This design comes from an exercise in tuning for small area, a short achievable clock period and few clock cycles per item on the open sky130 flow, not from production work. Function was checked by simulation only, so behaviour that the tests miss may differ from the original. Power figures rest on the tool's default switching activity, not on a simulated workload.

==> flow/config.mk <==
export PLATFORM = sky130hd
export DESIGN_NAME = page_frame_allocator_lru
export DESIGN_NICKNAME = page_frame_allocator_lru
export VERILOG_FILES = /design/flow/design.v
export SDC_FILE = /design/flow/constraint.sdc
export NUM_CORES = 4
export LEC_CHECK = 0
export CAP_MARGIN = 20
export CORE_MARGIN = 2
export CORE_UTILIZATION = 40
export SLEW_MARGIN = 20
==> flow/constraint.sdc <==
create_clock -name core_clock -period 5.0 [get_ports {aclk}]
set_input_delay 1.0000 -clock core_clock [delete_from_list [all_inputs] [get_ports {aclk}]]
set_output_delay 1.0000 -clock core_clock [all_outputs]
set_load 0.01 [all_outputs]
==> flow/design.v <==
`timescale 1ns / 1ps
`default_nettype none
package pfa_pkg;
    localparam int FRAMES   = 32;
    localparam int IDX_W    = $clog2(FRAMES);
    localparam int FUNC_W   = 3;
    localparam int PAGE_W   = 5;
    localparam int OWNER_W  = 8;
    localparam int TIME_W   = 32;
    localparam int FRAME_W  = 5;
    localparam int S_DATA_W = 48;
    localparam int M_DATA_W = 16;
    localparam logic [OWNER_W-1:0] NO_OWNER = '1;
    localparam logic [FUNC_W-1:0] FN_ALLOC     = 3'd0;
    localparam logic [FUNC_W-1:0] FN_ALLOC_OWN = 3'd1;
    localparam logic [FUNC_W-1:0] FN_FREE      = 3'd2;
    localparam logic [FUNC_W-1:0] FN_TEST      = 3'd3;
    localparam logic [FUNC_W-1:0] FN_VICTIM    = 3'd4;
    localparam logic [FUNC_W-1:0] FN_SET_OWNER = 3'd5;
    localparam logic [FUNC_W-1:0] FN_GET_OWNER = 3'd6;
    localparam logic [FUNC_W-1:0] FN_ACCESS    = 3'd7;
    typedef struct packed {
        logic load_req;
        logic step;
        logic commit;
    } pfa_cmd_t;
    typedef struct packed {
        logic need_scan;
        logic scan_last;
    } pfa_stat_t;
endpackage
`default_nettype wire
`timescale 1ns / 1ps
`default_nettype none
import pfa_pkg::*;
module pfa_dpath (
    input  wire logic                aclk,
    input  wire logic                aresetn,
    input  wire logic [pfa_pkg::S_DATA_W-1:0] s_tdata,
    input  wire pfa_pkg::pfa_cmd_t            cmd,
    output pfa_pkg::pfa_stat_t                stat,
    output logic [pfa_pkg::M_DATA_W-1:0]      m_tdata
);
    logic [FRAMES-1:0]  used_reg;
    logic [OWNER_W-1:0] owner_reg [FRAMES];
    logic [TIME_W-1:0]  time_reg  [FRAMES];
    logic [FUNC_W-1:0]  func_reg;
    logic [PAGE_W-1:0]  page_reg;
    logic [OWNER_W-1:0] own_in_reg;
    logic [TIME_W-1:0]  t_in_reg;
    logic [IDX_W-1:0]   cnt_reg;
    logic               hit_reg;
    logic [IDX_W-1:0]   hit_idx_reg;
    logic [IDX_W-1:0]   best_idx_reg;
    logic [TIME_W-1:0]  best_t_reg;
    logic [M_DATA_W-1:0] out_reg;
    logic [FUNC_W-1:0]  in_func;
    logic               page_ok;
    logic [IDX_W-1:0]   page_idx;
    logic [FRAME_W-1:0] r_frame;
    logic               r_found;
    logic               r_used;
    logic [OWNER_W-1:0] r_owner;
    assign in_func  = s_tdata[FUNC_W-1:0];
    assign page_ok  = 32'(page_reg) < 32'(FRAMES);
    assign page_idx = IDX_W'(page_reg);
    assign stat.need_scan = (in_func == FN_ALLOC) || (in_func == FN_ALLOC_OWN)
                            || (in_func == FN_VICTIM);
    assign stat.scan_last = (32'(cnt_reg) == 32'(FRAMES - 1));
    always_ff @(posedge aclk) begin
        if (cmd.load_req) begin
            func_reg   <= s_tdata[2:0];
            page_reg   <= s_tdata[7:3];
            own_in_reg <= s_tdata[15:8];
            t_in_reg   <= s_tdata[47:16];
        end
    end
    always_ff @(posedge aclk) begin
        if (!aresetn) begin
            cnt_reg <= '0;
            hit_reg <= 1'b0;
        end else if (cmd.load_req) begin
            cnt_reg <= '0;
            hit_reg <= 1'b0;
        end else if (cmd.step) begin
            cnt_reg <= cnt_reg + 1'b1;
            if (!used_reg[cnt_reg] && !hit_reg) begin
                hit_reg <= 1'b1;
            end
        end
    end
    always_ff @(posedge aclk) begin
        if (cmd.step) begin
            if (!used_reg[cnt_reg] && !hit_reg) begin
                hit_idx_reg <= cnt_reg;
            end
            if ((cnt_reg == '0) || (time_reg[cnt_reg] < best_t_reg)) begin
                best_idx_reg <= cnt_reg;
                best_t_reg   <= time_reg[cnt_reg];
            end
        end
    end
    always_ff @(posedge aclk) begin
        if (!aresetn) begin
            used_reg <= '0;
            for (int i = 0; i < FRAMES; i++) begin
                owner_reg[i] <= NO_OWNER;
                time_reg[i]  <= '0;
            end
        end else if (cmd.commit) begin
            case (func_reg)
                FN_ALLOC: begin
                    if (hit_reg) begin
                        used_reg[hit_idx_reg] <= 1'b1;
                    end
                end
                FN_ALLOC_OWN: begin
                    if (hit_reg) begin
                        used_reg[hit_idx_reg]  <= 1'b1;
                        owner_reg[hit_idx_reg] <= own_in_reg;
                        time_reg[hit_idx_reg]  <= t_in_reg;
                    end
                end
                FN_FREE: begin
                    if (page_ok) begin
                        used_reg[page_idx] <= 1'b0;
                    end
                end
                FN_SET_OWNER: begin
                    if (page_ok) begin
                        owner_reg[page_idx] <= own_in_reg;
                    end
                end
                FN_ACCESS: begin
                    if (page_ok) begin
                        time_reg[page_idx] <= t_in_reg;
                    end
                end
                default: begin
                end
            endcase
        end
    end
    always_comb begin
        r_frame = '0;
        r_found = 1'b0;
        r_used  = 1'b0;
        r_owner = '0;
        case (func_reg)
            FN_ALLOC, FN_ALLOC_OWN: begin
                if (hit_reg) begin
                    r_frame = FRAME_W'(hit_idx_reg);
                    r_found = 1'b1;
                end
            end
            FN_TEST: begin
                r_used = page_ok & used_reg[page_idx];
            end
            FN_VICTIM: begin
                r_frame = FRAME_W'(best_idx_reg);
                r_found = 1'b1;
            end
            FN_GET_OWNER: begin
                r_owner = page_ok ? owner_reg[page_idx] : NO_OWNER;
            end
            default: begin
            end
        endcase
    end
    always_ff @(posedge aclk) begin
        if (cmd.commit) begin
            out_reg <= {1'b0, r_owner, r_used, r_found, r_frame};
        end
    end
    assign m_tdata = out_reg;
endmodule
`default_nettype wire
`timescale 1ns / 1ps
`default_nettype none
import pfa_pkg::*;
module pfa_ctrl (
    input  wire logic      aclk,
    input  wire logic      aresetn,
    input  wire logic      s_tvalid,
    output logic           s_tready,
    output logic           m_tvalid,
    input  wire logic      m_tready,
    input  wire pfa_pkg::pfa_stat_t stat,
    output pfa_pkg::pfa_cmd_t       cmd
);
    localparam logic [1:0] ST_IDLE = 2'd0;
    localparam logic [1:0] ST_SCAN = 2'd1;
    localparam logic [1:0] ST_OUT  = 2'd2;
    logic [1:0] state_reg, state_next;
    logic       m_valid_reg, m_valid_next;
    logic       accept;
    logic       slot_free;
    assign s_tready  = (state_reg == ST_IDLE);
    assign accept    = s_tvalid && s_tready;
    assign slot_free = !m_valid_reg || m_tready;
    assign m_tvalid  = m_valid_reg;
    always_comb begin
        state_next   = state_reg;
        m_valid_next = m_valid_reg && !m_tready;
        cmd          = '0;
        case (state_reg)
            ST_IDLE: begin
                if (accept) begin
                    cmd.load_req = 1'b1;
                    state_next   = stat.need_scan ? ST_SCAN : ST_OUT;
                end
            end
            ST_SCAN: begin
                cmd.step = 1'b1;
                if (stat.scan_last) begin
                    state_next = ST_OUT;
                end
            end
            ST_OUT: begin
                if (slot_free) begin
                    cmd.commit   = 1'b1;
                    m_valid_next = 1'b1;
                    state_next   = ST_IDLE;
                end
            end
            default: begin
                state_next = ST_IDLE;
            end
        endcase
    end
    always_ff @(posedge aclk) begin
        if (!aresetn) begin
            state_reg   <= ST_IDLE;
            m_valid_reg <= 1'b0;
        end else begin
            state_reg   <= state_next;
            m_valid_reg <= m_valid_next;
        end
    end
endmodule
`default_nettype wire
`timescale 1ns / 1ps
`default_nettype none
import pfa_pkg::*;
module page_frame_allocator_lru (
    input  wire logic                aclk,
    input  wire logic                aresetn,
    input  wire logic                s_tvalid,
    output logic                     s_tready,
    input  wire logic [pfa_pkg::S_DATA_W-1:0] s_tdata,    
    output logic                     m_tvalid,
    input  wire logic                m_tready,
    output logic [pfa_pkg::M_DATA_W-1:0]      m_tdata     
);
    pfa_pkg::pfa_cmd_t  cmd;
    pfa_pkg::pfa_stat_t stat;
    pfa_ctrl u_ctrl (
        .aclk     (aclk),
        .aresetn  (aresetn),
        .s_tvalid (s_tvalid),
        .s_tready (s_tready),
        .m_tvalid (m_tvalid),
        .m_tready (m_tready),
        .stat     (stat),
        .cmd      (cmd)
    );
    pfa_dpath u_dpath (
        .aclk    (aclk),
        .aresetn (aresetn),
        .s_tdata (s_tdata),
        .cmd     (cmd),
        .stat    (stat),
        .m_tdata (m_tdata)
    );
endmodule
`default_nettype wire
==> flow/run.sh <==
#!/bin/bash
# synth_recipe.tcl (not shown) runs the flow's synth.tcl, then flattens the netlist and writes it again
# the make line also repeats each setting of config.mk as NAME=value (left out here)
make -C /OpenROAD-flow-scripts/flow DESIGN_CONFIG=/design/flow/config.mk WORK_HOME=/design/flow/orfs CLKGATE_MAP_FILE= SYNTH_SCRIPT=/design/flow/synth_recipe.tcl finish
==> out/qor.json <==
{
  "routing": {
    "detail_route.vias_per_cell": 5.523,
    "routed_wirelength_um": 183200,
    "via_count": 36100,
    "drc": 0,
    "drt_iter0_markers": 4269,
    "detail_route.wl_per_cell_um": 28.03,
    "drt_first_pass_iters": 5,
    "ant_nets": 0
  },
  "logic_synthesis": {
    "synth_top_area_share": 0.6301,
    "largest_family_of_logic_cells_by_synthesized_area": "simple AND/OR/NAND/NOR gates",
    "postSynth.topFlopCell": "sky130_fd_sc_hd__edfxtp_1",
    "synth_enable_flop_cells": 1385,
    "register_area_share_after_synthesis": 0.6440,
    "post_synth_mux_area_share": 0.1442,
    "ys.warnings.count": 2,
    "post_synth_num_cell_types": 68,
    "syn-mean-instance-area_um2": 15.72,
    "ys_ff_latch": 1431,
    "synth-simple-area-share": 0.1518,
    "post-synth-top-area-cell": "sky130_fd_sc_hd__edfxtp_1",
    "post_synth_fa_ha_maj_area_fraction": 0.007772,
    "mappedNetlistArea_um2": 66010,
    "synth_fp_nets": 4291,
    "synth_async_sr_flop_share": 0,
    "synth_xor_area_frac": 0.001062,
    "synthCells": 4198,
    "netlist_top_cells_area": "sky130_fd_sc_hd__edfxtp_1 63%, sky130_fd_sc_hd__mux4_2 13%, sky130_fd_sc_hd__and2_1 9.7%",
    "synth-compound-area-share": 0.02237
  },
  "layout": {
    "layout-area-overhead-vs-synth_pct": 13.38,
    "finish.cell_count_without_fillers": 6535,
    "drive_above_1_share": 0.2298,
    "largest_reg_flops": 1024,
    "final_nets": 4317,
    "final_area_um2": 74840
  },
  "worst_setup_path": {
    "crit_path_top_delay_cell": "sky130_fd_sc_hd__dfxtp_4",
    "critical-path-max-stage-delay_ns": 0.56,
    "worstRegToRegCells": 13,
    "timing.critical_path.from_type": "flip-flop",
    "end_of_the_critical_path": "u_dpath.best_idx_reg[2]",
    "r2r_slack_ns": 0.32,
    "type_of_destination_of_the_critical_path": "flip-flop",
    "timing.critical_path.cells": "buf_12, buf_12, mux4_2, mux4_2, mux2_2, ha_1, and4_1, and4_1, nor3_1, buf_4, nand4_1, o21ai_4, buf_12",
    "critPathArrivalTime_ns": 5.13,
    "req_time_crit_path_ns": 5.45,
    "critPathKind": "reg -> reg",
    "crit_path_max_fanout": 24,
    "critPathMostFrequentCell": "sky130_fd_sc_hd__buf_12",
    "reg2reg_to": "u_dpath.best_idx_reg[2]"
  },
  "floorplan": {
    "row_count": 149,
    "dieHeight_um": 410.2,
    "initial_utilization": 0.4014,
    "chipWidth_um": 410.2,
    "core_um2": 164400,
    "pin_count": 70,
    "die-area_um2": 168300
  },
  "timing": {
    "maxSlewHeadroom": 0.2667,
    "grt_setup_unrepaired": "false",
    "final-max-slew-violation-count": 0,
    "clock-skew-final_ns": 0.05219,
    "finalHoldViolations": 0,
    "timing.final.ws_setup_ns": 0.3191,
    "timing.final.setup_violations": 0,
    "period_minus_ws_final_ns": 4.681,
    "final_min_period_over_clock_period": 0.9362,
    "worst_pin_slew_ns": 1.100,
    "max_clock_freq_mhz": 213.6
  },
  "cts": {
    "cts_root_buffer_type": "sky130_fd_sc_hd__clkbuf_16",
    "post_cts_hold_buffer_count": 0,
    "cts_buffer_depth": 3,
    "clock-sinks": 1431,
    "cts_inserted_buffers": 153,
    "clk_latency_ns": 0.80,
    "worst_setup_hold_path_clk_slew_ns": 0.06,
    "cts_htree_levels": 4,
    "tritoncts_clock_tree": "built"
  },
  "pwr": {
    "power_leakage_uw": 0.02465,
    "worst_ir_drop_vdd_mv": 0.2868,
    "power.density_nw_per_um2": 349.5
  },
  "global_routing": {
    "grt_start_max_net_pins": 108,
    "globalRoute.totalOverflow": 0,
    "grt_pass1_vias": 36960,
    "grt_antenna_before_repair": 6,
    "wire_length_of_the_first_global_routing_pass_um": 265300,
    "groute.usage.overall": 0.2187
  },
  "placed_design": {
    "dpl.hpwl_um": 100600,
    "place_ws_ns": 0.2225,
    "port_buffer_cells": 68,
    "dpl-instance-area_um2": 69880,
    "place_congestion": 0.8457,
    "dp_cells": 6241
  },
  "outcome": {
    "outcome": "timing/DRC/antenna clean"
  },
  "job": {
    "cap_violations": 0
  },
  "min_path": {
    "hold_path.class": "reg -> reg"
  }
}
[cells by family after synthesis]
family	count (synthesis)
muxes	469
DFF	1431
and+or+nand+nor	1624
xor gates and xnor gates	8
AOI/OAI and AO/OA	220
other	1
buffers and inverters	404
adders and majority gates	41
[layout by cell type (no fill, tap or decap), types with 46 or more instances in the layout]
cell and instances:
sky130_fd_sc_hd__or2_2 94, sky130_fd_sc_hd__buf_4 109, sky130_fd_sc_hd__clkbuf_16 157, sky130_fd_sc_hd__clkbuf_1 49, sky130_fd_sc_hd__nand2b_1 152, sky130_fd_sc_hd__mux4_2 382, sky130_fd_sc_hd__nand2_1 101, sky130_fd_sc_hd__clkdlybuf4s50_1 67
sky130_fd_sc_hd__mux2i_1 53, sky130_fd_sc_hd__and2_1 1018, sky130_fd_sc_hd__nor2_1 46, sky130_fd_sc_hd__edfxtp_1 1385
[cells in the mapped netlist (16+ instances only)]
| library cell | count |
|---|---|
| sky130_fd_sc_hd__nand2b_1 | 152 |
| sky130_fd_sc_hd__a21oi_1 | 42 |
| sky130_fd_sc_hd__o221ai_1 | 18 |
| sky130_fd_sc_hd__buf_6 | 28 |
| sky130_fd_sc_hd__nand2_1 | 101 |
| sky130_fd_sc_hd__edfxtp_1 | 1385 |
| sky130_fd_sc_hd__and2_1 | 1019 |
| sky130_fd_sc_hd__clkbuf_1 | 215 |
| sky130_fd_sc_hd__ha_1 | 41 |
| sky130_fd_sc_hd__nor2_1 | 64 |
| sky130_fd_sc_hd__a21boi_0 | 26 |
| sky130_fd_sc_hd__clkbuf_2 | 45 |
| sky130_fd_sc_hd__nor3_1 | 25 |
| sky130_fd_sc_hd__or2_1 | 37 |
| sky130_fd_sc_hd__or2_2 | 94 |
| sky130_fd_sc_hd__mux2_2 | 34 |
| sky130_fd_sc_hd__inv_1 | 43 |
| sky130_fd_sc_hd__o21ai_0 | 67 |
| sky130_fd_sc_hd__mux2i_1 | 53 |
| sky130_fd_sc_hd__mux4_2 | 382 |
| sky130_fd_sc_hd__buf_2 | 41 |
| sky130_fd_sc_hd__dfxtp_1 | 46 |
| sky130_fd_sc_hd__buf_4 | 16 |
[power breakdown]
group	internal, µW	total, µW	switching [µW]
sequential	13500	13700	262
clock	6190	10900	4750
combinational	568	1480	908
[layout make-up]
class | count | area, µm²
fill | 14110 | 89590
sequential | 1431 | 42530
multi-input combinational | 2363 | 22120
clock buffer | 206 | 4113
tap | 2189 | 2739
timing repair buffer | 231 | 2539
clock inverter | 63 | 614.3
inverter | 44 | 165.2
antenna | 8 | 20.02
[worst min-delay path by stage]
stage,end,from,cells past startpoint
detailed placement,u_dpath.used_reg[28],u_dpath.used_reg[28],2
finish,u_dpath.used_reg[28],u_dpath.used_reg[28],2
CTS,u_dpath.used_reg[28],u_dpath.used_reg[28],2
global placement,u_dpath.used_reg[15],u_dpath.used_reg[15],2
global route,u_dpath.used_reg[7],u_dpath.used_reg[7],2
floorplan,u_dpath.best_idx_reg[0],u_dpath.cnt_reg[0],0
[metrics by stage]
| step | hold slack (ns) | total power, µW | TNS (ns) | utilization |
|---|---|---|---|---|
| after floorplan | 0.4521 | 14750 | -4.034 | - |
| after global placement | 0.4852 | 15420 | 0 | 0.4247 |
| after detailed placement | 0.4888 | 15450 | 0 | 0.4250 |
| after CTS | 0.4966 | 26300 | 0 | 0.4537 |
| after global routing | 0.5266 | 26890 | 0 | 0.4550 |
| final | 0.4918 | 26150 | 0 | 0.4551 |
[critical path: cells and delay by family, from the launching register on]
kind,cells,cell delay [ns]
flip-flops,1,0.56
multiplexers,3,1.37
AO/OA/AOI/OAI,1,0.20
AND/OR/NAND/NOR,4,0.96
adder cells (fa/ha/maj),1,0.31
buffers and inverters,4,0.88
[layer usage]
| layer | part of all wire | wire length (µm) | global-route usage |
|---|---|---|---|
| met5 | 0.000071 | 13 | 0 |
| met4 | 0.024 | 4445 | 0.05927 |
| met3 | 0.071 | 12980 | 0.03556 |
| met2 | 0.49 | 89470 | 0.3585 |
| met1 | 0.42 | 76290 | 0.3027 |
[repair_timing]
item | in CTS | in global routing
setup buffers | 0 | 9
endpoints found under the setup margin | 0 | 9
resized for setup | 0 | 0
Testbench counts, summed over its fixed seeds: cycles 69,608, items 4,800.

-- static timing again, ports no longer ideal --
Ports are ideal in the flow. The routed layout listed here was re-timed in OpenROAD. Step 1: set_driving_cell puts a clkbuf_16 on aclk and a buf_2 on each other input, an assumption about the parent block. Step 2 also shifts input and output timing later by t, the mid clock arrival at the registers, as if the neighbouring blocks saw the same clock. a / b / c = ideal ports / drivers / drivers and shift; a / b = the first two.
t, ns: 0.850
setup slack, ns: 0.319 / 0.319 / 0.319
worst setup path after step 2: register to register
worst slew at a driven data input, ns: 0.11
pins driven straight from the clock port: 1
After both steps this run still meets setup and hold. The setup slack of this run moves by 0.000 ns with the drivers and by 0.000 ns with both steps.
